This design comes from an exercise in tuning for small area and a short achievable clock period on the open sky130 flow, not from production work.
In this exercise RTL edits were held to simulation tests only and were not proved equivalent to the original.
Power is estimated from default activity; no workload was simulated.

==> flow/design.v <==
`default_nettype none
package xbar_pkg;
	localparam int PORT_COUNT = 4;
	localparam int PORT_WIDTH = 2;
	localparam int CTRL_WIDTH = 8;
	localparam int DATA_WIDTH = 32;
	localparam int DEST_LSB = 0;
	localparam int QUEUE_DEPTH = 8;
	localparam int PTR_WIDTH = $clog2(QUEUE_DEPTH);
	localparam int COUNT_WIDTH = PTR_WIDTH + 1;
	localparam logic [COUNT_WIDTH-1:0] QUEUE_FULL_COUNT = COUNT_WIDTH'(QUEUE_DEPTH);
	localparam int WORD_WIDTH = CTRL_WIDTH + DATA_WIDTH;
	localparam int CTRL_LSB = DATA_WIDTH;
	localparam int BEAT_WIDTH = WORD_WIDTH + 1;
	localparam int VALID_BIT = WORD_WIDTH;
	localparam int GRANT_WIDTH = PORT_WIDTH + 1;
	localparam int GRANT_VALID_BIT = PORT_WIDTH;
endpackage
`default_nettype wire
`default_nettype none
module ingress_queue (
	input  wire logic                            clk,
	input  wire logic                            rst,
	input  wire logic                            write,
	input  wire logic [xbar_pkg::WORD_WIDTH-1:0] word_in,
	input  wire logic                            pop,
	output logic [xbar_pkg::WORD_WIDTH-1:0]      head,
	output logic [xbar_pkg::PORT_COUNT-1:0]      req,
	output logic [xbar_pkg::PORT_COUNT-1:0]      req_data
);
	localparam int D  = xbar_pkg::QUEUE_DEPTH;
	localparam int W  = xbar_pkg::WORD_WIDTH;
	localparam int P  = xbar_pkg::PORT_COUNT;
	localparam int DL = xbar_pkg::CTRL_LSB + xbar_pkg::DEST_LSB;
	logic [D-1:0][W-1:0] mem;
	logic [D-1:0] rd_oh;
	logic [D-1:0] wr_sel;
	logic [D-1:0] rd_next;
	logic [D-1:0] wr_rot;
	assign rd_next = {rd_oh[D-2:0], rd_oh[D-1]};
	assign wr_rot  = {wr_sel[D-2:0], wr_sel[D-1]};
	logic full;
	logic empty;
	logic more;
	logic last_free;
	logic do_write;
	assign full  = ~|wr_sel;
	assign empty = ~|req;
	assign more  = ~empty & ~|(wr_sel & rd_next);
	assign last_free = |(wr_rot & rd_oh);
	assign do_write = write & ~full;
	always_ff @(posedge clk) begin
		for (int k = 0; k < D; k++) begin
			if (wr_sel[k]) begin
				mem[k] <= word_in;
			end
		end
	end
	logic [D-1:0] rd_data;
	always_ff @(posedge clk) begin
		rd_data <= pop ? rd_next : rd_oh;
	end
	always_comb begin
		head = '0;
		for (int k = 0; k < D; k++) begin
			head = head | ({W{rd_data[k]}} & mem[k]);
		end
	end
	logic [xbar_pkg::PORT_WIDTH-1:0] next_dest;
	always_comb begin
		next_dest = '0;
		for (int k = 0; k < D; k++) begin
			next_dest = next_dest | ({xbar_pkg::PORT_WIDTH{rd_oh[(k + D - 1) % D]}} & mem[k][DL +: xbar_pkg::PORT_WIDTH]);
		end
	end
	logic [P-1:0] in_req;
	logic [P-1:0] next_req;
	always_comb begin
		in_req   = '0;
		next_req = '0;
		in_req[word_in[DL +: xbar_pkg::PORT_WIDTH]] = do_write;
		next_req[next_dest] = 1'b1;
	end
	logic [D-1:0] wr_keep;
	assign wr_keep = do_write ? wr_rot : (wr_sel | ({D{full}} & rd_oh));
	always_ff @(posedge clk or negedge rst) begin
		if (!rst) begin
			wr_sel <= D'(1);
		end else begin
			wr_sel <= (pop | ~(full | (do_write & last_free))) ? wr_keep : '0;
		end
	end
	always_ff @(posedge clk or negedge rst) begin
		if (!rst) begin
			rd_oh <= D'(1);
		end else if (pop) begin
			rd_oh <= rd_next;
		end
	end
	logic [P-1:0] req_next;
	always_comb begin
		if (pop) begin
			req_next = more ? next_req : in_req;
		end else if (empty) begin
			req_next = in_req;
		end else begin
			req_next = req;
		end
	end
	always_ff @(posedge clk or negedge rst) begin
		if (!rst) begin
			req <= '0;
		end else begin
			req <= req_next;
		end
	end
	always_ff @(posedge clk) begin
		req_data <= req_next;
	end
endmodule
`default_nettype wire
`default_nettype none
module port_allocator (
	input  wire logic [xbar_pkg::PORT_COUNT*xbar_pkg::PORT_COUNT-1:0] req,
	output logic [xbar_pkg::PORT_COUNT-1:0]                           pop,
	output logic [xbar_pkg::PORT_COUNT*xbar_pkg::PORT_COUNT-1:0]      grant,
	output logic [xbar_pkg::PORT_COUNT-1:0]                           grant_valid
);
	localparam int P = xbar_pkg::PORT_COUNT;
	always_comb begin
		pop = '0;
		for (int p = 0; p < P; p++) begin
			logic taken;
			taken = 1'b0;
			for (int i = 0; i < P; i++) begin
				grant[p*P + i] = req[i*P + p] & ~taken;
				taken = taken | req[i*P + p];
				pop[i] = pop[i] | grant[p*P + i];
			end
			grant_valid[p] = taken;
		end
	end
endmodule
`default_nettype wire
`default_nettype none
module output_switch (
	input  wire logic                                                 clk,
	input  wire logic                                                 rst,
	input  wire logic [xbar_pkg::PORT_COUNT*xbar_pkg::PORT_COUNT-1:0] grant,
	input  wire logic [xbar_pkg::PORT_COUNT-1:0]                      grant_valid,
	input  wire logic [xbar_pkg::PORT_COUNT*xbar_pkg::WORD_WIDTH-1:0] head,
	output logic [xbar_pkg::PORT_COUNT*xbar_pkg::BEAT_WIDTH-1:0]      egress
);
	localparam int P  = xbar_pkg::PORT_COUNT;
	localparam int W  = xbar_pkg::WORD_WIDTH;
	localparam int DL = xbar_pkg::CTRL_LSB + xbar_pkg::DEST_LSB;
	localparam int DH = DL + xbar_pkg::PORT_WIDTH;
	for (genvar p = 0; p < P; p++) begin : g_egress
		logic [W-1:0] selected;
		logic         valid_q;
		logic [W-1:0] word_q;
		always_comb begin
			selected = '0;
			for (int i = 0; i < P; i++) begin
				selected = selected | ({W{grant[p*P + i]}} & head[i*W +: W]);
			end
		end
		always_ff @(posedge clk or negedge rst) begin
			if (!rst) begin
				valid_q <= 1'b0;
			end else begin
				valid_q <= grant_valid[p];
			end
		end
		always_ff @(posedge clk) begin
			word_q <= selected;
		end
		logic [xbar_pkg::PORT_WIDTH-1:0] dest;
		always_ff @(posedge clk) begin
			for (int b = 0; b < xbar_pkg::PORT_WIDTH; b++) begin
				dest[b] <= (((p >> b) & 1) != 0) ? grant_valid[p] : ~grant_valid[p];
			end
		end
		assign egress[p*xbar_pkg::BEAT_WIDTH +: xbar_pkg::BEAT_WIDTH] = {valid_q, word_q[W-1:DH], dest, word_q[DL-1:0]};
	end
endmodule
`default_nettype wire
`default_nettype none
module xbar_top (
	input  wire logic                                                 clk,
	input  wire logic                                                 rst,
	input  wire logic [xbar_pkg::PORT_COUNT*xbar_pkg::BEAT_WIDTH-1:0] ingress,
	output wire logic [xbar_pkg::PORT_COUNT*xbar_pkg::BEAT_WIDTH-1:0] egress
);
	localparam int P = xbar_pkg::PORT_COUNT;
	wire logic [P*xbar_pkg::WORD_WIDTH-1:0] head;
	wire logic [P*P-1:0]                    req;
	wire logic [P*P-1:0]                    req_data;
	wire logic [P-1:0]                      pop;
	wire logic [P*P-1:0]                    grant;
	wire logic [P-1:0]                      grant_valid;
	for (genvar i = 0; i < P; i++) begin : g_queue
		ingress_queue u_ingress_queue (
			.clk      (clk),
			.rst      (rst),
			.write    (ingress[i*xbar_pkg::BEAT_WIDTH + xbar_pkg::VALID_BIT]),
			.word_in  (ingress[i*xbar_pkg::BEAT_WIDTH +: xbar_pkg::WORD_WIDTH]),
			.pop      (pop[i]),
			.head     (head[i*xbar_pkg::WORD_WIDTH +: xbar_pkg::WORD_WIDTH]),
			.req      (req[i*P +: P]),
			.req_data (req_data[i*P +: P])
		);
	end
	wire logic [P-1:0]   pop_data;
	wire logic [P*P-1:0] grant_ctrl;
	port_allocator u_port_allocator (
		.req         (req),
		.pop         (pop),
		.grant       (grant_ctrl),
		.grant_valid (grant_valid)
	);
	port_allocator u_port_allocator_data (
		.req         (req_data),
		.pop         (pop_data),
		.grant       (grant),
		.grant_valid ()
	);
	output_switch u_output_switch (
		.clk         (clk),
		.rst         (rst),
		.grant       (grant),
		.grant_valid (grant_valid),
		.head        (head),
		.egress      (egress)
	);
endmodule
`default_nettype wire
==> flow/flow/run.sh <==
#!/bin/bash
# Standard ORFS layout (the standard.sh, standard synthesis unchanged), with
# three changes: ports get the smallest buffer (timing repair upsizes the ones
# that need it), clock tree synthesis adds no dummy loads, and its sink clusters
# are larger, so the tree has fewer leaf buffers.
set -euo pipefail
bash standard.sh \
	BUFFER_PORTS_ARGS="-buffer_cell sky130_fd_sc_hd__buf_1" \
	CTS_ARGS="-sink_clustering_enable -repair_clock_nets -dont_use_dummy_load -sink_clustering_size 25 -sink_clustering_max_diameter 70" \
	finish > standard.log 2>&1
==> flow/standard.sh <==
#!/bin/bash
# synth_recipe.tcl (not shown) runs the flow's synth.tcl, then flattens the netlist and writes it again
# the make line also repeats each setting of config.mk as NAME=value (left out here)
make -C /OpenROAD-flow-scripts/flow DESIGN_CONFIG=/design/flow/config.mk WORK_HOME=/design/flow/orfs CLKGATE_MAP_FILE= SYNTH_SCRIPT=/design/flow/synth_recipe.tcl "${@:-finish}"
==> flow/config.mk <==
export PLATFORM = sky130hd
export DESIGN_NAME = xbar_top
export DESIGN_NICKNAME = xbar_top
export VERILOG_FILES = /design/flow/design.v
export SDC_FILE = /design/flow/constraint.sdc
export NUM_CORES = 4
export LEC_CHECK = 0
export CAP_MARGIN = 20
export CORE_MARGIN = 2
export CORE_UTILIZATION = 55
export SETUP_SLACK_MARGIN = 2.6
export SLEW_MARGIN = 20
export TNS_END_PERCENT = 5
==> flow/constraint.sdc <==
create_clock -name core_clock -period 4.2 [get_ports {clk}]
set_input_delay 0.8400 -clock core_clock [delete_from_list [all_inputs] [get_ports {clk}]]
set_output_delay 0.8400 -clock core_clock [all_outputs]
set_load 0.01 [all_outputs]
==> impl_metrics.ini, run 1 <==
[status]
outcome = finished clean

[global_routing]
grt_max_degree = 47
first_global_vias = 33600
grt_pass1_wl_um = 251000
grt_overflow = 0
use_met3 = 0.0816
busiest_layer = met2
antenna_found_initial = 26
grt_use_total = 0.332
grt_util_met2 = 0.497
gr-usage-met1 = 0.475

[final_layout]
drive_above_1_share = 0.171
n_fill_cell = 7409
area_growth_pct = 14.3
fin_nets = 4057
final_cell_count_no_fill = 5270

[die]
fp.dieH_um = 325
start_util = 0.555
die-area_um2 = 105000
die_x_um = 325
core_um2 = 102000
placementRows = 117
boundaryPins = 330

[routing]
antenna_left = 0
viasPerCell = 6.77
drtIter0Drc = 4656
vias = 35700
drt_wl_total_um = 179000
firstDrtPassIters = 8
wl_per_cell_um = 33.9
drc = 0

[timing]
hold_violations = 0
tightestPinTransition_ns = 0.818
grt_setup_unrepaired = true
period_needed_ns = 2.05
setup_violations = 0
fin_crit_sh = 0.488
drv_slew = 0
fmax_mhz = 488
worst_slack_ns = 2.15
slew_headroom = 0.455
skew_ns = 0.0522
setup_tns_ns = 0

[power_and_ir_drop]
power.switching_uw = 8680
power_density_nw_per_um2 = 513
power_frac_clock = 0.244
worst_ir_drop_vdd_mv = 0.373
p_comb_frac = 0.129
pwr-share-seq = 0.627
p_leak_uw = 0.0228
swShare = 0.262
p_total_uw = 33200
p_int_uw = 24500

[cts]
clk_transition_reported_paths_ns = 0.09
cts_max_level = 3
clock-root-buffer = clkbuf_16
cts_made_buffers = 83
cts_sinks = 1570
clock_path_buffers = 3
worstSkewPairLatency_ns = 0.69
cts_tree = built

[worst_setup_path]
cpLargestDelayFamily = flip-flops
r2r_start = g_queue[2].u_ingress_queue.rd_data[7]
path_class = register to output port
arrival_ns = 1.21
path_cells = buf_2
path_buf_inv = 1
max_stage_delay_ns = 0.38
crit_slowest_cell = dfxtp_1
required_ns = 3.36
critPathMaxFanout = 1
crit_path_end_kind = output port
startpoint = u_output_switch.g_egress[3].word_q[5]
start_kind = register

[synth]
async_flop_share = 0.0535
synth_edf_count = 1280
ys_seq_area_frac = 0.790
synth_cell_types = 58
syn-num-nets = 3564
netlist_area_um2 = 56600
synth-seq-cells = 1570
synth_cells = 3394
synth_flop_cell = edfxtp_1
avgSynthCellArea_um2 = 16.7
synth_warnings = 3

[flow_run]
max-cap-violations = 0

[placed_design]
io_buffers = 329
dp_cells = 4967
place_ws_ns = 1.23
gp_congestion = 0.916
dp_hpwl_um = 106000

[hold_path]
min_path_type = input port to asynchronous set/reset pin
[Yosys cell counts (9+ instances only)]
cell | n | share of area
nand2b_1 | 10 | 0.0011
nand4_1 | 167 | 0.018
nor4_1 | 12 | 0.0013
a21oi_1 | 22 | 0.0019
o22ai_1 | 20 | 0.0022
mux2_2 | 29 | 0.0058
dfxtp_1 | 206 | 0.073
a22oi_1 | 969 | 0.13
inv_1 | 16 | 0.0011
dfrtp_1 | 76 | 0.034
nand2_1 | 203 | 0.013
nor3_1 | 10 | 0.00088
clkbuf_1 | 168 | 0.011
nor2_1 | 38 | 0.0025
mux2_1 | 10 | 0.0020
or4_1 | 9 | 0.0012
buf_1 | 33 | 0.0022
mux2i_1 | 16 | 0.0028
nor4b_1 | 9 | 0.0014
edfxtp_1 | 1280 | 0.68
[worst reg2reg max path, stage by stage, from the launching register on]
cell	delay [ns]
dfxtp_4	0.46
buf_6	0.23
a22oi_1	0.18
nand4_1	0.53
a22oi_1	0.39
nand2_1	0.12
[layout by cell type, fill, tap and decap left out, types with 6 or more instances in the layout]
| master | Yosys | final |
|---|---|---|
| dfxtp_2 | 0 | 28 |
| nand4_1 | 167 | 167 |
| buf_4 | 8 | 204 |
| nand2_1 | 203 | 202 |
| dfxtp_4 | 0 | 39 |
| dfrtp_1 | 76 | 39 |
| diode_2 | 0 | 17 |
| buf_1 | 33 | 259 |
| inv_1 | 16 | 16 |
| mux2i_1 | 16 | 16 |
| a22oi_2 | 0 | 7 |
| nand2b_1 | 10 | 10 |
| o22ai_1 | 20 | 15 |
| a22oi_1 | 969 | 962 |
| edfxtp_1 | 1280 | 1280 |
| or4_4 | 1 | 9 |
| dfrtp_2 | 0 | 19 |
| mux2_2 | 29 | 29 |
| mux2_4 | 0 | 6 |
| dfxtp_1 | 206 | 139 |
| clkbuf_2 | 0 | 11 |
| buf_12 | 0 | 26 |
| nor4_1 | 12 | 7 |
| buf_2 | 1 | 39 |
| buf_8 | 0 | 21 |
| nor3_1 | 10 | 6 |
| buf_6 | 1 | 52 |
| clkbuf_16 | 0 | 84 |
| nor2_1 | 38 | 33 |
| a21oi_1 | 22 | 19 |
| dfrtp_4 | 0 | 18 |
[power groups by stage]
stage | Clock [uW] | Sequential, uW | Combinational, uW
2_1_floorplan | 0 | 21700 | 823
3_3_place_gp | 0 | 21800 | 2430
3_5_place_dp | 0 | 22000 | 2520
4_1_cts | 8170 | 20800 | 4080
5_1_grt | 8650 | 21000 | 4420
6_report | 8100 | 20800 | 4270
[metal layers]
metal	share of wire	up-vias
met5	0.00078	-
met4	0.041	24
met3	0.11	340
met2	0.45	2107
met1	0.40	18300
li1	-	14900
[path summary, 6_finish.rpt]
check | to | slack [ns] | depth (start not counted)
setup / recovery | egress[128] | 2.15 | 1
hold / removal | g_queue[3].u_ingress_queue.rd_oh[1] | 0.26 | 1
setup reg to reg | u_output_switch.g_egress[1].word_q[9] | 2.18 | 5
hold reg to reg | g_queue[2].u_ingress_queue.wr_sel[0] | 0.54 | 2
max in group asynchronous | g_queue[1].u_ingress_queue.wr_sel[0] | 3.00 | 2
min in group core_clock | g_queue[3].u_ingress_queue.mem[266] | 0.48 | 1
[logic make-up after synthesis]
logic type	after synthesis	synth area share
compound gates	1051	0.139
flops	1570	0.790
fa+ha+maj	4	0.000885
mux	55	0.0106
simple gates	487	0.0444
buf+inv	227	0.0157
[final cells by class]
class	count	area (um2)	share of cell area
multi-input cells	1597	11500	0.178
inverters	16	60.1	0.000929
clock buffers	83	2080	0.0321
repair buffers	619	4350	0.0672
flip-flops and latches	1570	45000	0.695
well taps	1368	1710	0.0265
diodes	17	42.5	0.000658
[sequential cells by signal, summed over array words and instances, names as in the netlist]
signal	flops
g_queue.u_ingress_queue.mem	1280
u_output_switch.g_egress.word_q	152
g_queue.u_ingress_queue.rd_data	32
g_queue.u_ingress_queue.rd_oh	32
g_queue.u_ingress_queue.wr_sel	32
g_queue.u_ingress_queue.req	16
g_queue.u_ingress_queue.req_data	16
u_output_switch.g_egress.dest	6
u_output_switch.g_egress.valid_q	4
[metrics by stage]
| stage | util | hold slack, ns | instance area, um2 |
|---|---|---|---|
| floorplan | - | 0.481 | 56700 |
| global placement | 0.584 | 0.531 | 59500 |
| detailed placement | 0.585 | 0.520 | 59600 |
| CTS | 0.627 | 0.254 | 63900 |
| global route | 0.635 | 0.288 | 64700 |
| finish | 0.635 | 0.260 | 64700 |
[timing repair]
| item | in CTS | in global routing |
|---|---|---|
| gates cloned | 2 | 1 |
| pin swaps | 85 | 14 |
| gates resized for setup | 231 | 123 |
| hold buffers | 0 | 0 |
| endpoints found under the setup margin | 606 | 553 |
| buffers inserted | 160 | 40 |
==> run 2: changes to the inputs <==
--- a/flow/config.mk
+++ b/flow/config.mk
@@ -8,6 +8,7 @@
 export CAP_MARGIN = 20
 export CORE_MARGIN = 2
 export CORE_UTILIZATION = 55
-export SETUP_SLACK_MARGIN = 2.6
+export PLACE_DENSITY = 0.75
+export SETUP_SLACK_MARGIN = 2.3
 export SLEW_MARGIN = 20
 export TNS_END_PERCENT = 5
==> impl_metrics.ini, run 2 <==
[synth]
yosysTopAreaCell = edfxtp_1
yosys.area.top_type_share = 0.680
synth_flop_cell = edfxtp_1
synth_area_leaders = edfxtp_1 68%, a22oi_1 13%, dfxtp_1 7.3%
avgSynthCellArea_um2 = 16.7
synth_cells = 3394
ys_seq_area_frac = 0.790
syn-num-nets = 3564
netlist_area_um2 = 56600
synth_warnings = 3
synth-seq-cells = 1570
yosysMostFrequentCell = edfxtp_1
synth_cell_types = 58
synth_common_cells = 1,280 x edfxtp_1, 969 x a22oi_1, 206 x dfxtp_1, 203 x nand2_1, 168 x clkbuf_1
async_flop_share = 0.0535
synth_edf_count = 1280

[final_layout]
fin_nets = 3960
largest_reg_flops = 1280
area_growth_pct = 11.8
regMostFlops = g_queue.u_ingress_queue.mem
layout_commonest_cell = edfxtp_1
drive_above_1_share = 0.124
final_cell_mix = 1,280 x edfxtp_1, 969 x a22oi_1, 319 x buf_1
n_fill_cell = 7127
largest_registers = g_queue.u_ingress_queue.mem: 1280 flops, u_output_switch.g_egress.word_q: 152 flops

[routing]
drtIter0Drc = 6533
wl_per_cell_um = 33.3
drc = 0
firstDrtPassIters = 6
viasPerCell = 6.98
vias = 36200
antenna_left = 0
drt_wl_total_um = 173000

[worst_setup_path]
required_ns = 3.36
critPathMaxFanout = 1
path_cells = buf_1
path_buf_inv = 1
path_class = register to output port
start_kind = register
crit_slowest_cell = dfxtp_1
cpLargestDelayFamily = flip-flops
max_stage_delay_ns = 0.46
arrival_ns = 1.31
crit_path_end_kind = output port

[timing]
period_needed_ns = 2.15
hold_violations = 0
worst_slack_ns = 2.05
setup_violations = 0
drv_slew = 0
slew_headroom = 0.195
fmax_mhz = 465
skew_ns = 0.0866
setup_tns_ns = 0
fin_crit_sh = 0.512
tightestPinTransition_ns = 1.20
grt_setup_unrepaired = true

[placed_design]
io_buffers = 329
dp_hpwl_um = 101000
place_ws_ns = 1.38
gp_congestion = 0.905

[cts]
cts_made_buffers = 81
clk_transition_reported_paths_ns = 0.09
cts_tree = built
clock_path_buffers = 3
worstSkewPairLatency_ns = 0.70
clock-root-buffer = clkbuf_16
cts_sinks = 1570
cts_max_level = 3

[global_routing]
antenna_found_initial = 40
grt_pass1_wl_um = 240000
first_global_vias = 33400
grt_max_degree = 42
grt_use_total = 0.315
grt_overflow = 0

[die]
die_x_um = 325
fp.dieH_um = 325
core_um2 = 102000
boundaryPins = 330
start_util = 0.555
die-area_um2 = 105000
placementRows = 117

[power_and_ir_drop]
p_leak_uw = 0.0219
power_density_nw_per_um2 = 522
worst_ir_drop_vdd_mv = 0.434

[flow_run]
max-cap-violations = 0

[status]
outcome = finished clean

[hold_path]
min_path_type = input port to asynchronous set/reset pin
run 2: kinds of logic after synthesis:
group	after synthesis	share of synthesized area
and+or+nand+nor	487	0.0444
muxes	55	0.0106
AOI/OAI and AO/OA	1051	0.139
DFF	1570	0.790
adders and majority gates	4	0.000885
buffers and inverters	227	0.0157
run 2: metrics by stage:
| step | std cells | total power, uW | instance area, um2 | util | hold WS (ns) |
|---|---|---|---|---|---|
| 4_1_cts | 5123 | 32700 | 62700 | 0.616 | 0.250 |
| 3_3_place_gp | 4942 | 24100 | 59300 | 0.582 | 0.530 |
| 3_5_place_dp | 4942 | 24300 | 59300 | 0.582 | 0.530 |
| 5_1_grt | 5173 | 33800 | 63200 | 0.621 | 0.262 |
| 2_1_floorplan | 3394 | 22500 | 56700 | - | 0.481 |
| 6_report | 5184 | 33000 | 63300 | 0.621 | 0.212 |
run 2: timing repair:
item                                    4_1_cts  5_1_grt
setup buffers                               100       29
cloned                                        0        4
hold buffers                                  0        0
endpoints found under the setup margin      394      393
pin swaps                                    29       23
gates resized for setup                      97       56
run 2: cell type report:
cell class,instances,area [um2],share of cell area
inverters,16,60.1,0.000949
well taps,1368,1710,0.0271
clock buffers,81,2030,0.0320
flip-flops and latches,1570,44900,0.710
diodes,28,70.1,0.00111
multi-input cells,1601,11300,0.179
repair buffers,520,3190,0.0504
run 2: power breakdown:
part	internal, uW	switching [uW]
clock	3440	4500
combinational	972	3260
sequential	19900	889
run 2: final timing paths:
kind	slack (ns)	from	cells past startpoint	to
worst min register to register	0.57	g_queue[3].u_ingress_queue.rd_oh[0]	2	g_queue[3].u_ingress_queue.wr_sel[0]
min in group core_clock	0.48	ingress[88]	1	g_queue[2].u_ingress_queue.mem[6]
worst max register to register	2.13	g_queue[1].u_ingress_queue.wr_sel[3]	5	g_queue[1].u_ingress_queue.wr_sel[5]
worst min-delay path	0.21	rst	1	g_queue[0].u_ingress_queue.wr_sel[5]
max in group asynchronous	3.00	rst	2	g_queue[2].u_ingress_queue.wr_sel[0]
worst max-delay path	2.05	u_output_switch.g_egress[0].word_q[4]	1	egress[4]
run 2: per-layer routing:
layer	routed length (um)	GRT usage
met2	77900	0.472
met3	27600	0.0965
met4	7740	0.133
met1	59300	0.432
met5	126	0
==> run 3: changes to the inputs <==
--- a/flow/config.mk
+++ b/flow/config.mk
@@ -8,7 +8,6 @@
 export CAP_MARGIN = 20
 export CORE_MARGIN = 2
 export CORE_UTILIZATION = 55
-export PLACE_DENSITY = 0.75
 export SETUP_SLACK_MARGIN = 2.3
 export SLEW_MARGIN = 20
 export TNS_END_PERCENT = 5
==> impl_metrics.ini, run 3 <==
[hold_path]
min_path_type = input port to asynchronous set/reset pin

[cts]
cts_sinks = 1570
hold_buffers = 0
clk_transition_reported_paths_ns = 0.09
cts_max_level = 3
cts_made_buffers = 83
clock_path_buffers = 3
clock-root-buffer = clkbuf_16
worstSkewPairLatency_ns = 0.69
cts_tree = built

[die]
die_x_um = 325
die-area_um2 = 105000
start_util = 0.555
fp.dieH_um = 325
placementRows = 117
core_um2 = 102000
boundaryPins = 330

[worst_setup_path]
r2r-end = g_queue[2].u_ingress_queue.wr_sel[3]
crit_path_end_kind = output port
rrSetupSlack_ns = 2.11
startpoint = u_output_switch.g_egress[1].word_q[19]
crit_slowest_cell = dfxtp_2
path_cells = buf_1
required_ns = 3.36
critPathMaxFanout = 1
r2r_start = g_queue[2].u_ingress_queue.wr_sel[2]
path_buf_inv = 1
start_kind = register
max_stage_delay_ns = 0.42
path_class = register to output port
cpLargestDelayFamily = flip-flops
r2r_cells = 5
arrival_ns = 1.27

[routing]
drt_wl_total_um = 176000
wl_per_cell_um = 33.8
antenna_left = 0
drc = 0
drtIter0Drc = 4719
viasPerCell = 6.78
firstDrtPassIters = 6
vias = 35400

[timing]
slew_headroom = 0.386
fmax_mhz = 473
drv_slew = 0
hold_violations = 0
tightestPinTransition_ns = 0.917
grt_setup_unrepaired = true
hold_ws_ns = 0.254
setup_tns_ns = 0
period_needed_ns = 2.11
setup_violations = 0
skew_ns = 0.0516
fin_crit_sh = 0.503

[synth]
synth_xor_area_frac = 0
synth_compound_area_frac = 0.139
synth_edf_count = 1280
synth_top_family_by_area = compound AO/OA/AOI/OAI gates
synth-seq-cells = 1570
syn-num-nets = 3564
async_flop_share = 0.0535
yosysMostFrequentCell = edfxtp_1
synth_cells = 3394
synth_cell_types = 58
synth_area_leaders = edfxtp_1 68%, a22oi_1 13%, dfxtp_1 7.3%
ys_seq_area_frac = 0.790
synth_fa_ha_area_frac = 0.000885
yosys.area.top_type_share = 0.680
synthSimpleGateAreaFrac = 0.0444
synth_warnings = 3
synth_flop_cell = edfxtp_1
synth_common_cells = 1,280 x edfxtp_1, 969 x a22oi_1, 206 x dfxtp_1, 203 x nand2_1, 168 x clkbuf_1
yosysTopAreaCell = edfxtp_1
netlist_area_um2 = 56600
synthMuxAreaShare = 0.0106
avgSynthCellArea_um2 = 16.7

[final_layout]
seqCellArea_um2 = 44800
final_cell_mix = 1,280 x edfxtp_1, 968 x a22oi_1, 325 x buf_1
largest_registers = g_queue.u_ingress_queue.mem: 1280 flops, u_output_switch.g_egress.word_q: 152 flops
multi_input_area_um2 = 11400
regMostFlops = g_queue.u_ingress_queue.mem
layout_commonest_cell = edfxtp_1
largest_reg_flops = 1280
drive_above_1_share = 0.131
area_growth_pct = 12.5
fin_nets = 4014
n_fill_cell = 7517

[power_and_ir_drop]
worst_ir_drop_vdd_mv = 0.349
p_leak_uw = 0.0222
power_density_nw_per_um2 = 519

[global_routing]
grt_use_total = 0.328
grt_max_degree = 47
antenna_found_initial = 26
grt_pass1_wl_um = 248000
first_global_vias = 33100
grt_overflow = 0

[placed_design]
gp_congestion = 0.916
io_buffers = 329
dp_hpwl_um = 106000

[status]
outcome = finished clean

[flow_run]
max-cap-violations = 0
==> run 3: cell counts after synthesis <==
Identical to the previous run, type by type.
==> run 3: kinds of logic after synthesis <==
group	after synthesis
compound gates	1051
fa+ha+maj	4
buf+inv	227
flops	1570
mux	55
simple gates	487
==> run 3: worst max path at each step <==
stage	end	slack [ns]	depth (start not counted)
CTS	u_output_switch.g_egress[0].word_q[23]	1.99	5
global route	egress[140]	2.06	1
global placement	g_queue[3].u_ingress_queue.req[2]	1.32	8
detailed placement	g_queue[3].u_ingress_queue.req[2]	1.23	8
finish	egress[60]	2.09	1
floorplan	g_queue[1].u_ingress_queue.wr_sel[2]	1.99	6
==> run 3: routing by layer <==
metal | part of all wire | vias to the layer above | track usage
met5 | 0.00071 | - | 0
met4 | 0.040 | 20 | 0.114
met3 | 0.12 | 338 | 0.0796
met2 | 0.45 | 2126 | 0.492
met1 | 0.39 | 18100 | 0.473
li1 | - | 14800 | -
==> run 3: stage by stage <==
stage / area [um2] / cells / utilization / setup WS, ns / total power (uW)
final: 63600 / 5222 / 0.624 / 2.09 / 33000
after global routing: 63600 / 5215 / 0.624 / 2.06 / 34000
after CTS: 63000 / 5154 / 0.618 / 1.99 / 32900
after detailed placement: 59600 / 4967 / 0.585 / 1.23 / 24500
after global placement: 59500 / 4964 / 0.584 / 1.32 / 24300
after floorplan: 56700 / 3394 / - / 1.99 / 22500
==> run 3: timing repair <==
item / 4_1_cts / 5_1_grt
gates cloned: 1 / 1
resized for setup: 63 / 57
setup endpoints to repair: 412 / 393
pin swaps: 47 / 37
buffers inserted: 103 / 55
==> run 3: area by class of cell <==
type                       instances  share of cell area
antenna                           12            0.000472
tap                             1368              0.0269
multi-input combinational       1598               0.179
timing repair buffer             575              0.0558
inverter                          16            0.000944
sequential                      1570               0.705
clock buffer                      83              0.0326
==> run 3: power breakdown <==
| group | switching [uW] | total, uW | leakage, uW | internal [uW] |
|---|---|---|---|---|
| Clock | 4560 | 8080 | 0.00102 | 3520 |
| Combinational | 3130 | 4080 | 0.00532 | 948 |
| Sequential | 917 | 20900 | 0.0159 | 19900 |

[what the ideal ports hide]
The results above use ideal ports. As a check the final layouts listed here were re-extracted and re-timed, cells and wires unchanged. Step 1 assumes that a clkbuf_16 drives the clock port and a buf_2 every other input. Step 2 times the ports against the registers' clock, not the clock port: input delays grow and output delays shrink by t, the midpoint of the rising clock arrivals with the driver on. Three values: ideal, step 1, step 2; two values: the first two.
| run | shift t [ns] | slack for setup (ns) | hold slack, ns | worst setup path after step 2 | clock arrival spread, ns |
|---|---|---|---|---|---|
| run 1 | 0.738 | 2.151 / 2.078 / 1.585 | 0.260 / 0.223 / 0.543 | input to register | 0.053 / 0.053 |
| run 2 | 0.722 | 2.051 / 1.976 / 1.560 | 0.212 / 0.164 / 0.566 | input to register | 0.114 / 0.114 |
| run 3 | 0.742 | 2.087 / 2.009 / 1.508 | 0.254 / 0.212 / 0.541 | input to register | 0.053 / 0.052 |
After both steps every run listed still meets setup and hold. For run 3, which loses most, drivers alone change the setup slack by -0.078 ns; drivers and shift together by -0.579 ns.
